Context: an optimization exercise on an open-source flow, tuned for small area. The choices shown serve that exercise and are no tape-out recipe. The RTL was checked by simulation tests, not by an equivalence proof against the original design. Power and IR drop assume default switching activity.

==> run a <==
Design arena_display, start of the top module:
module arena_display (
	input  logic clk,
	input  logic rst_n,
	input  logic pix_en,
	input  arena_pkg::rail_t team1_ver_pos,
	input  arena_pkg::rail_t team1_hor_pos,
	input  arena_pkg::rail_t team2_ver_pos,
	input  arena_pkg::rail_t team2_hor_pos,
	input  arena_pkg::coord_t ball_x,
	input  arena_pkg::coord_t ball_y,
	input  arena_pkg::coord_t bludger_x,
	input  arena_pkg::coord_t bludger_y,
	input  arena_pkg::score_t team1_score,
	input  arena_pkg::score_t team2_score,
	output logic hor_sync,
	output logic ver_sync,
	output arena_pkg::channel_t red,
	output arena_pkg::channel_t green,
	output arena_pkg::channel_t blue
);
==> flow/config.mk <==
export PLATFORM = sky130hd
export DESIGN_NAME = arena_display
export DESIGN_NICKNAME = arena_display
export VERILOG_FILES = /design/flow/design.v
export SDC_FILE = /design/flow/constraint.sdc
export NUM_CORES = 4
export LEC_CHECK = 0
export ABC_AREA = 1
export CAP_MARGIN = 20
export CORE_MARGIN = 2
export CORE_UTILIZATION = 40
export SLEW_MARGIN = 20
==> flow/constraint.sdc <==
create_clock -name core_clock -period 14.0 [get_ports {clk}]
set_input_delay 2.8000 -clock core_clock [delete_from_list [all_inputs] [get_ports {clk}]]
set_output_delay 2.8000 -clock core_clock [all_outputs]
set_load 0.01 [all_outputs]
standard.sh (not shown) runs the stock make flow with config.mk's settings and CLKGATE_MAP_FILE= SYNTH_SCRIPT=/design/flow/synth_recipe.tcl, a recipe that flattens the netlist after the stock synthesis.
==> flow/flow/run.sh <==
#!/bin/bash
# The standard layout with two changes:
#  - synthesis maps the logic with a stronger ABC area script (flow/abc_area.script)
#    and without Yosys's full-adder extraction; the flip-flops are mapped by the
#    standard dfflibmap step, so they keep the standard synthesis's names and cells;
#  - port buffers use the smallest buffer cell.
# Each make run writes its full output to a log file here; ORFS keeps its
# per-step logs under orfs/logs.
set -euo pipefail
W=$PWD
rm -rf "$W/orfs_scripts"
cp -r "$FLOW_HOME/scripts" "$W/orfs_scripts"
cp "$W/flow/abc_area.script" "$W/orfs_scripts/abc_area.script"
export BUFFER_PORTS_ARGS="-buffer_cell sky130_fd_sc_hd__buf_1"
SCRIPTS_DIR="$W/orfs_scripts" ADDER_MAP_FILE= bash standard.sh synth > "$W/synth_make.log" 2>&1
bash standard.sh > "$W/layout_make.log" 2>&1
==> flow/flow/abc_area.script <==
strash
&get -n
&deepsyn -T 20
&put
dch -f
map -a
strash
&get -n
&deepsyn -T 20
&put
dch -f
map -a
topo
==> run b (differences from run a) <==
--- a/flow/design.v
+++ b/flow/design.v
@@ -213,16 +213,19 @@
 	logic g_left;
 	logic [5:0] g_kx;
 	logic [5:0] ax;
 	logic g_blue;
 	logic g_yw;
 	logic g_up;
 	logic [5:0] g_ky;
 	logic [5:0] ay;
+	logic g_swap;
+	logic [5:0] g_n;
+	logic [5:0] g_m;
 	logic [5:0] lo;
 	logic [5:0] hi;
 	logic g_ring;
 	logic g_post;
 	logic g_hit;
 	assign g_xw = (ge_k(x, 256) && !ge_k(x, 576));
 	assign g_c1 = (ge_k(x, 368) && !ge_k(x, 464));
 	assign g_c2 = (ge_k(x, 464));
@@ -235,29 +238,32 @@
 	assign g_yw = g_c1 ? ((ge_k(y, 64) && !ge_k(y, 176)) ||
 		(ge_k(y, 384) && !ge_k(y, 480))) : ((!ge_k(y, 128)) ||
 		(ge_k(y, 416)));
 	assign g_up = g_c1 ? ((!ge_k(y, 120)) ||
 		(ge_k(y, 256) && !ge_k(y, 430))) : ((!ge_k(y, 80)) ||
 		(ge_k(y, 256) && !ge_k(y, 470)));
 	assign g_ky = g_blue ? (g_c1 ? (g_up ? 6'd47 : 6'd18) : (g_up ? 6'd23 : 6'd42)) : (g_c1 ? (g_up ? 6'd57 : 6'd8) : (g_up ? 6'd17 : 6'd48));
 	assign ay = add6(y[5:0] ^ {6{g_up}}, g_ky);
-	assign lo[0] = (!ay[3] && !ay[2] && !ay[1] && !ay[0]) || (!ay[5] && ay[3] && !ay[2] && ay[0]) || (!ay[4] && ay[3] && !ay[2] && ay[1]) || (!ay[4] && ay[3] && ay[2] && !ay[1] && !ay[0]) || (!ay[4] && ay[3] && ay[1] && ay[0]) || (ay[4] && ay[3] && !ay[1] && ay[0]) || (ay[5] && !ay[3] && !ay[1]) || (ay[5] && !ay[2] && ay[1]) || (ay[4] && !ay[3] && ay[2] && !ay[0]) || (ay[4] && !ay[3] && ay[1] && ay[0]) || (ay[5] && ay[1] && !ay[0]);
-	assign lo[1] = (!ay[5] && !ay[4] && !ay[3]) || (!ay[5] && !ay[2] && !ay[1] && !ay[0]) || (ay[4] && ay[3] && ay[1] && ay[0]) || (ay[4] && ay[3] && !ay[1] && !ay[0]) || (!ay[4] && !ay[3] && !ay[2] && ay[0]) || (!ay[5] && ay[2] && ay[1] && ay[0]) || (ay[4] && !ay[3] && ay[1] && !ay[0]) || (ay[4] && !ay[3] && !ay[2] && !ay[1]);
-	assign lo[2] = (ay[4] && ay[2] && ay[1] && ay[0]) || (!ay[5] && !ay[4] && !ay[3]) || (!ay[5] && !ay[4] && !ay[1]) || (!ay[5] && ay[3] && !ay[2] && !ay[0]) || (!ay[4] && !ay[3] && !ay[1] && !ay[0]) || (!ay[4] && !ay[2] && ay[1] && ay[0]) || (!ay[5] && !ay[4] && !ay[0]) || (ay[4] && ay[3] && !ay[2] && !ay[1]) || (ay[4] && !ay[3] && ay[2] && ay[1]);
-	assign lo[3] = (ay[5] && !ay[2] && ay[1] && ay[0]) || (ay[5] && ay[2] && !ay[1]) || (ay[4] && !ay[3] && ay[2] && ay[1]) || (ay[4] && ay[3] && !ay[2]) || (ay[4] && ay[3] && !ay[1]) || (ay[4] && ay[3] && !ay[0]);
-	assign lo[4] = (ay[5] && !ay[3] && !ay[2] && !ay[1]) || (ay[4] && ay[2] && ay[1]) || (ay[4] && ay[3]) || (ay[5] && !ay[2] && ay[1] && !ay[0]);
-	assign lo[5] = (!ay[5] && !ay[4]) || (ay[4] && !ay[3] && !ay[2]) || (!ay[5] && !ay[3] && !ay[1]);
-	assign hi[0] = (!ay[5] && !ay[4] && !ay[2] && !ay[1]) || (ay[3] && !ay[2] && !ay[1] && ay[0]) || (ay[4] && ay[3] && ay[2] && !ay[0]) || (!ay[4] && !ay[3] && ay[2]) || (!ay[5] && !ay[3] && ay[1]) || (ay[5] && ay[0]) || (!ay[4] && ay[2] && ay[1]) || (!ay[4] && ay[2] && ay[0]) || (!ay[4] && !ay[3] && !ay[1]);
-	assign hi[1] = (ay[5] && !ay[3] && !ay[2] && !ay[1] && !ay[0]) || (ay[5] && ay[1] && ay[0]) || (ay[5] && ay[2] && ay[0]) || (!ay[4] && ay[3] && ay[2] && ay[1]) || (ay[4] && !ay[3] && !ay[2] && !ay[1]) || (ay[4] && !ay[3] && ay[2] && ay[1]) || (ay[4] && ay[3] && ay[2] && !ay[1]) || (ay[4] && ay[3] && !ay[1] && !ay[0]) || (ay[3] && ay[2] && !ay[1] && ay[0]);
-	assign hi[2] = (ay[3] && ay[2] && ay[0]) || (ay[5] && ay[1] && ay[0]) || (ay[5] && ay[2] && !ay[1] && !ay[0]) || (ay[5] && ay[3] && !ay[0]) || (ay[3] && ay[2] && ay[1]) || (ay[4] && !ay[3] && !ay[2]) || (ay[4] && ay[2] && !ay[1]);
-	assign hi[3] = (!ay[5] && !ay[4] && !ay[3]) || (ay[4] && ay[3] && ay[2]) || (!ay[4] && ay[3] && !ay[2]) || (!ay[4] && !ay[2] && !ay[0]) || (!ay[4] && !ay[2] && !ay[1]) || (!ay[4] && ay[3] && !ay[1] && !ay[0]) || (ay[5] && ay[2] && ay[1] && ay[0]);
-	assign hi[4] = (ay[4] && ay[3] && ay[2]) || (ay[5] && !ay[3] && !ay[1]) || (ay[5] && !ay[2] && ay[1]) || (ay[5] && ay[2] && !ay[0]);
-	assign hi[5] = (!ay[5] && !ay[3]) || (!ay[5] && !ay[4]) || (ay[4] && !ay[2]);
-	assign g_ring = g_yw && ((!ay[5]) || (!ay[4] && !ay[3]) || (!ay[4] && !ay[2] && !ay[1])) && le6(lo, ax) && le6(ax, hi);
+	assign lo[0] = (!g_n[3] && !g_n[2] && !g_n[1] && !g_n[0]) || (g_n[3] && !g_n[2] && g_n[0]) || (!g_n[4] && g_n[3] && !g_n[2] && g_n[1]) || (!g_n[4] && g_n[3] && g_n[2] && !g_n[1] && !g_n[0]) || (g_n[3] && g_n[1] && g_n[0]) || (g_n[4] && g_n[1] && g_n[0]) || (g_n[4] && g_n[3] && g_n[0]) || (g_n[4] && !g_n[3] && g_n[2] && !g_n[0]);
+	assign lo[1] = (!g_n[4] && !g_n[3]) || (!g_n[2] && !g_n[1] && !g_n[0]) || (g_n[2] && g_n[1] && g_n[0]) || (!g_n[3] && !g_n[2] && !g_n[1]) || (g_n[4] && g_n[3] && g_n[1] && g_n[0]) || (!g_n[3] && g_n[1] && !g_n[0]) || (g_n[4] && g_n[3] && !g_n[1] && !g_n[0]);
+	assign lo[2] = (!g_n[4] && !g_n[2]) || (!g_n[4] && !g_n[1]) || (g_n[3] && !g_n[2] && !g_n[1]) || (!g_n[3] && g_n[2] && g_n[1]) || (g_n[3] && g_n[1] && !g_n[0]);
+	assign lo[3] = (g_n[4] && g_n[2] && g_n[1]) || (g_n[4] && g_n[3]);
+	assign lo[4] = (g_n[4] && g_n[2] && g_n[1]) || (g_n[4] && g_n[3]);
+	assign lo[5] = (!g_n[4]) || (!g_n[3] && !g_n[2]) || (!g_n[3] && !g_n[1]);
+	assign hi[0] = (!g_n[4] && !g_n[3]) || (!g_n[4] && !g_n[2] && !g_n[1]) || (g_n[2] && g_n[1]) || (!g_n[3] && g_n[1]) || (g_n[3] && !g_n[2] && !g_n[1] && g_n[0]) || (g_n[4] && g_n[3] && g_n[2] && !g_n[0]) || (!g_n[4] && !g_n[1] && g_n[0]);
+	assign hi[1] = (g_n[3] && g_n[2] && g_n[0]) || (g_n[3] && g_n[2] && g_n[1]) || (g_n[4] && !g_n[3] && !g_n[2] && !g_n[1]) || (g_n[4] && g_n[2] && g_n[1]) || (g_n[4] && g_n[3] && !g_n[1] && !g_n[0]);
+	assign hi[2] = (g_n[3] && g_n[2] && g_n[0]) || (g_n[3] && g_n[2] && g_n[1]) || (g_n[4] && !g_n[3] && !g_n[2]) || (g_n[4] && g_n[2] && !g_n[1]);
+	assign hi[3] = (!g_n[4] && !g_n[3]) || (!g_n[4] && !g_n[2]) || (g_n[4] && g_n[3] && g_n[2]) || (!g_n[4] && !g_n[1] && !g_n[0]);
+	assign hi[4] = (g_n[4] && g_n[3] && g_n[2]);
+	assign hi[5] = (!g_n[4]) || (!g_n[3]) || (!g_n[2]);
+	assign g_swap = !le6(ay, ax);
+	assign g_n = g_swap ? ax : ay;
+	assign g_m = g_swap ? ay : ax;
+	assign g_ring = g_yw && ((!g_n[5] && !g_n[4]) || (!g_n[5] && !g_n[3]) || (!g_n[5] && !g_n[2]) || (!g_n[5] && !g_n[1])) && le6(lo, g_m) && le6(g_m, hi);
 	assign g_post = (ax[5:2] == 4'd0) && (ax[1:0] != 2'd3) && (g_c1 ? ((!ge_k(y, 81)) ||
 		(ge_k(y, 470))) : ((!ge_k(y, 41)) ||
 		(ge_k(y, 510))));
 	assign g_hit = g_xw && (g_ring || g_post);
 	assign red_shape = (g_hit && !g_blue) || (v_hit && v_red) || (h_hit && !h_blue);
 	assign blue_shape = (g_hit && g_blue) || (v_hit && !v_red) || (h_hit && h_blue);
 	assign ball_hit = small_disc(sub10(ball_x[9:0], x), sub10(ball_y[9:0], y), ball_x[10], ball_y[10]);
 	assign bludger_hit = small_disc(sub10(bludger_x[9:0], x), sub10(bludger_y[9:0], y),
==> flow/flow/run.sh (replaced) <==
#!/bin/bash
set -euo pipefail
W=$PWD
rm -rf "$W/orfs_scripts"
cp -r "$FLOW_HOME/scripts" "$W/orfs_scripts"
cp "$W/flow/abc_area.script" "$W/orfs_scripts/abc_area.script"
export BUFFER_PORTS_ARGS="-buffer_cell sky130_fd_sc_hd__buf_1"
export CTS_ARGS="-sink_clustering_enable -repair_clock_nets -buf_list sky130_fd_sc_hd__clkbuf_8 -dont_use_dummy_load"
SCRIPTS_DIR="$W/orfs_scripts" ADDER_MAP_FILE= SYNTH_ARGS=-noabc bash standard.sh synth > "$W/synth_make.log" 2>&1
bash standard.sh > "$W/layout_make.log" 2>&1
==> flow/flow/abc_area.script (replaced) <==
strash
&get -n
&deepsyn -T 20
&put
dch -f
map -a
strash
&get -n
&deepsyn -T 20
&put
dch -f
amap
topo
--- a/flow/config.mk
+++ b/flow/config.mk
@@ -4,9 +4,10 @@
 export VERILOG_FILES = /design/flow/design.v
 export SDC_FILE = /design/flow/constraint.sdc
 export NUM_CORES = 4
 export LEC_CHECK = 0
 export ABC_AREA = 1
 export CAP_MARGIN = 20
 export CORE_MARGIN = 2
 export CORE_UTILIZATION = 40
+export CTS_BUF_LIST = sky130_fd_sc_hd__clkbuf_8
 export SLEW_MARGIN = 20
==> run summary <==
Of run b and run a, run a has the higher synthesized area (gap about 11%, measured against run a). Between run a and run b, the lower via count is in run b (gap 5.2%, measured against run b). In sequential cell count, run a and run b do not differ. Between run a and run b, the lower worst hold slack is in run a (gap 0.064 ns). Die area: run a is higher than run b (12%). In run a the power is higher than in run b, by 10%. Against run b, the worst setup slack of run a is better by 1.5 ns. Between run b and run a, the lower clock skew is in run a (gap 0.011 ns). Count of clock-buffer cells in the layout is the same in run a and run b. Run a completed without violations. Run b finished clean.

* * *

==> run M: inputs <==
arena_display with an RTL version that a note above also has.
clock: 14.0 ns
lec_check: 0
abc_area: 1
cap_margin: 20
core_margin: 2
core_utilization: 40
cts_buf_list: sky130_fd_sc_hd__clkbuf_8
slew_margin: 20
==> flow/flow/run.sh <==
#!/bin/bash
# The standard layout with two changes:
#  - synthesis maps the logic with a stronger ABC area script (flow/abc_area.script),
#    without Yosys's full-adder extraction and without the quick ABC pass inside
#    Yosys's synth command (SYNTH_ARGS=-noabc), so the final ABC run sees the
#    unmapped logic; the flip-flops are mapped by the
#    standard dfflibmap step, so they keep the standard synthesis's names and cells;
#  - port buffers use the smallest buffer cell.
# Each make run writes its full output to a log file here; ORFS keeps its
# per-step logs under orfs/logs.
set -euo pipefail
W=$PWD
rm -rf "$W/orfs_scripts"
cp -r "$FLOW_HOME/scripts" "$W/orfs_scripts"
cp "$W/flow/abc_area.script" "$W/orfs_scripts/abc_area.script"
export BUFFER_PORTS_ARGS="-buffer_cell sky130_fd_sc_hd__buf_1"
SCRIPTS_DIR="$W/orfs_scripts" ADDER_MAP_FILE= SYNTH_ARGS=-noabc bash standard.sh synth > "$W/synth_make.log" 2>&1
bash standard.sh > "$W/layout_make.log" 2>&1
==> flow/flow/abc_area.script <==
strash
&get -n
&deepsyn -T 20
&put
dch -f
map -a
strash
&get -n
&deepsyn -T 20
&put
dch -f
amap
topo
==> inputs of run G, as changes to run M <==
==> flow/flow/run.sh (replaced) <==
#!/bin/bash
set -euo pipefail
W=$PWD
rm -rf "$W/orfs_scripts"
cp -r "$FLOW_HOME/scripts" "$W/orfs_scripts"
cp "$W/flow/abc_area.script" "$W/orfs_scripts/abc_area.script"
export BUFFER_PORTS_ARGS="-buffer_cell sky130_fd_sc_hd__buf_1"
export CTS_ARGS="-sink_clustering_enable -repair_clock_nets -buf_list sky130_fd_sc_hd__clkbuf_8 -dont_use_dummy_load"
SCRIPTS_DIR="$W/orfs_scripts" ADDER_MAP_FILE= SYNTH_ARGS=-noabc SYNTH_INSBUF=0 bash standard.sh synth > "$W/synth_make.log" 2>&1
bash standard.sh > "$W/layout_make.log" 2>&1
==> flow/flow/abc_area.script (replaced) <==
strash
&get -n
&deepsyn -T 20
&put
dch -f
amap
strash
&get -n
&deepsyn -T 20
&put
dch -f
amap
strash
&get -n
&deepsyn -T 20
&put
dch -f
amap
topo
--- a/flow/config.mk
+++ b/flow/config.mk
@@ -11,3 +11,4 @@
 export CORE_UTILIZATION = 40
 export CTS_BUF_LIST = sky130_fd_sc_hd__clkbuf_8
+export GPL_TIMING_DRIVEN = 0
 export SLEW_MARGIN = 20
==> inputs of run K, as changes to run M <==
==> flow/flow/run.sh (replaced) <==
#!/bin/bash
# The standard layout with two changes:
#  - synthesis maps the logic with a stronger ABC area script (flow/abc_area.script)
#    and without Yosys's full-adder extraction; the flip-flops are mapped by the
#    standard dfflibmap step, so they keep the standard synthesis's names and cells;
#  - port buffers use the smallest buffer cell.
# Each make run writes its full output to a log file here; ORFS keeps its
# per-step logs under orfs/logs.
set -euo pipefail
W=$PWD
rm -rf "$W/orfs_scripts"
cp -r "$FLOW_HOME/scripts" "$W/orfs_scripts"
cp "$W/flow/abc_area.script" "$W/orfs_scripts/abc_area.script"
export BUFFER_PORTS_ARGS="-buffer_cell sky130_fd_sc_hd__buf_1"
SCRIPTS_DIR="$W/orfs_scripts" ADDER_MAP_FILE= bash standard.sh synth > "$W/synth_make.log" 2>&1
bash standard.sh > "$W/layout_make.log" 2>&1
--- a/flow/config.mk
+++ b/flow/config.mk
@@ -7,7 +7,7 @@
 export LEC_CHECK = 0
 export ABC_AREA = 1
-export CAP_MARGIN = 20
+export CAP_MARGIN = 0
 export CORE_MARGIN = 2
 export CORE_UTILIZATION = 40
 export CTS_BUF_LIST = sky130_fd_sc_hd__clkbuf_8
-export SLEW_MARGIN = 20
+export SLEW_MARGIN = 0
==> out/results.tsv <==
stage	metric	value	unit
outcome	status	complete, no violations	
grt	met2 Track Usage GR	41.43	%
detailed_routing	Vias per Instance	5.573	
sta	Tmin final	10.85	ns
worst_setup_path	Arr. time, crit path	11.08	ns
detailed_routing	DR iter-0 viols	567	
cells_and_area	layout cells sized above 1	0.9569	%
detailed_routing	via count	6782	
grt	met3 GRT Util	4.068	%
clock_tree	Skew-Pair Late Insertion Delay	0.28	ns
cells_and_area	NonClk Buf Share	8.901	%
place	worst slack, placed	3.490	ns
place	post-DP HPWL	14160	microns
The numbers above come from run K.

==> out/results.tsv <==
stage	metric	value	unit
worst_setup_path	Levels on crit path	37	
clock_tree	Skew-Pair Late Insertion Delay	0.27	ns
sta	Tmin final	8.785	ns
cells_and_area	layout cells sized above 1	0.4955	%
grt	met2 Track Usage GR	40.40	%
grt	met3 GRT Util	3.267	%
outcome	status	complete, no violations	
detailed_routing	Vias per Instance	5.788	
cells_and_area	NonClk Buf Share	8.530	%
place	post-DP HPWL	12970	microns
detailed_routing	DR iter-0 viols	479	
detailed_routing	via count	6668	
worst_setup_path	Arr. time, crit path	9.00	ns
detailed_routing	Final ANT Viol Nets	0	
The numbers above come from run G.

==> out/results.tsv <==
stage	metric	value	unit
detailed_routing	final wirelength	16760	microns
power_and_ir_drop	Max IR drop VDD	0.00003061	V
clock_tree	Skew-Pair Late Insertion Delay	0.28	ns
detailed_routing	DR iter-0 viols	630	
sta	Fin Hold WS	0.5597	ns
sta	Tmin final	9.048	ns
cells_and_area	NonClk Buf Share	8.890	%
power_and_ir_drop	largest power group	combinational cells	
detailed_routing	Vias per Instance	5.615	
worst_setup_path	worst r2r src	u_timing.x[5]	
cells_and_area	layout cells sized above 1	0.8612	%
sta	Pins Over Slew Limit	0	
outcome	status	complete, no violations	
grt	met3 GRT Util	3.062	%
cells_and_area	most frequent cells in the layout	203 x nor2_1, 130 x o21ai_0, 124 x buf_1	
place	worst slack, placed	5.203	ns
detailed_routing	via count	6811	
grt	met2 Track Usage GR	41.40	%
place	post-DP HPWL	13600	microns
The numbers above come from run M.

[what the ideal ports hide]
The flow's constraints put no driver on any port. The routed layouts listed below were extracted and timed again, unchanged, in two steps. Step 1: set_driving_cell puts a clkbuf_16 on clk and a buf_2 on each other input, an assumption about the parent block. Step 2, shift: input delay + t, output delay - t, t = (earliest + latest rising clock arrival at the registers) / 2. This alone moves slack from input paths to output paths. a / b / c = no drivers / after step 1 / after step 2; a / b = the first two.
run | t (ns) | slack for setup (ns) | latest minus earliest clock arrival (ns)
run a | 0.304 | 6.412 / 6.412 / 6.412 | 0.005 / 0.005
run b | 0.306 | 4.884 / 4.884 / 4.884 | 0.016 / 0.016
run M | 0.312 | 4.952 / 4.952 / 4.952 | 0.002 / 0.002
run G | 0.296 | 5.215 / 5.215 / 5.215 | 0.003 / 0.003
run K | 0.309 | 3.150 / 3.150 / 3.150 | 0.005 / 0.005
After both steps every run listed still meets setup and hold.
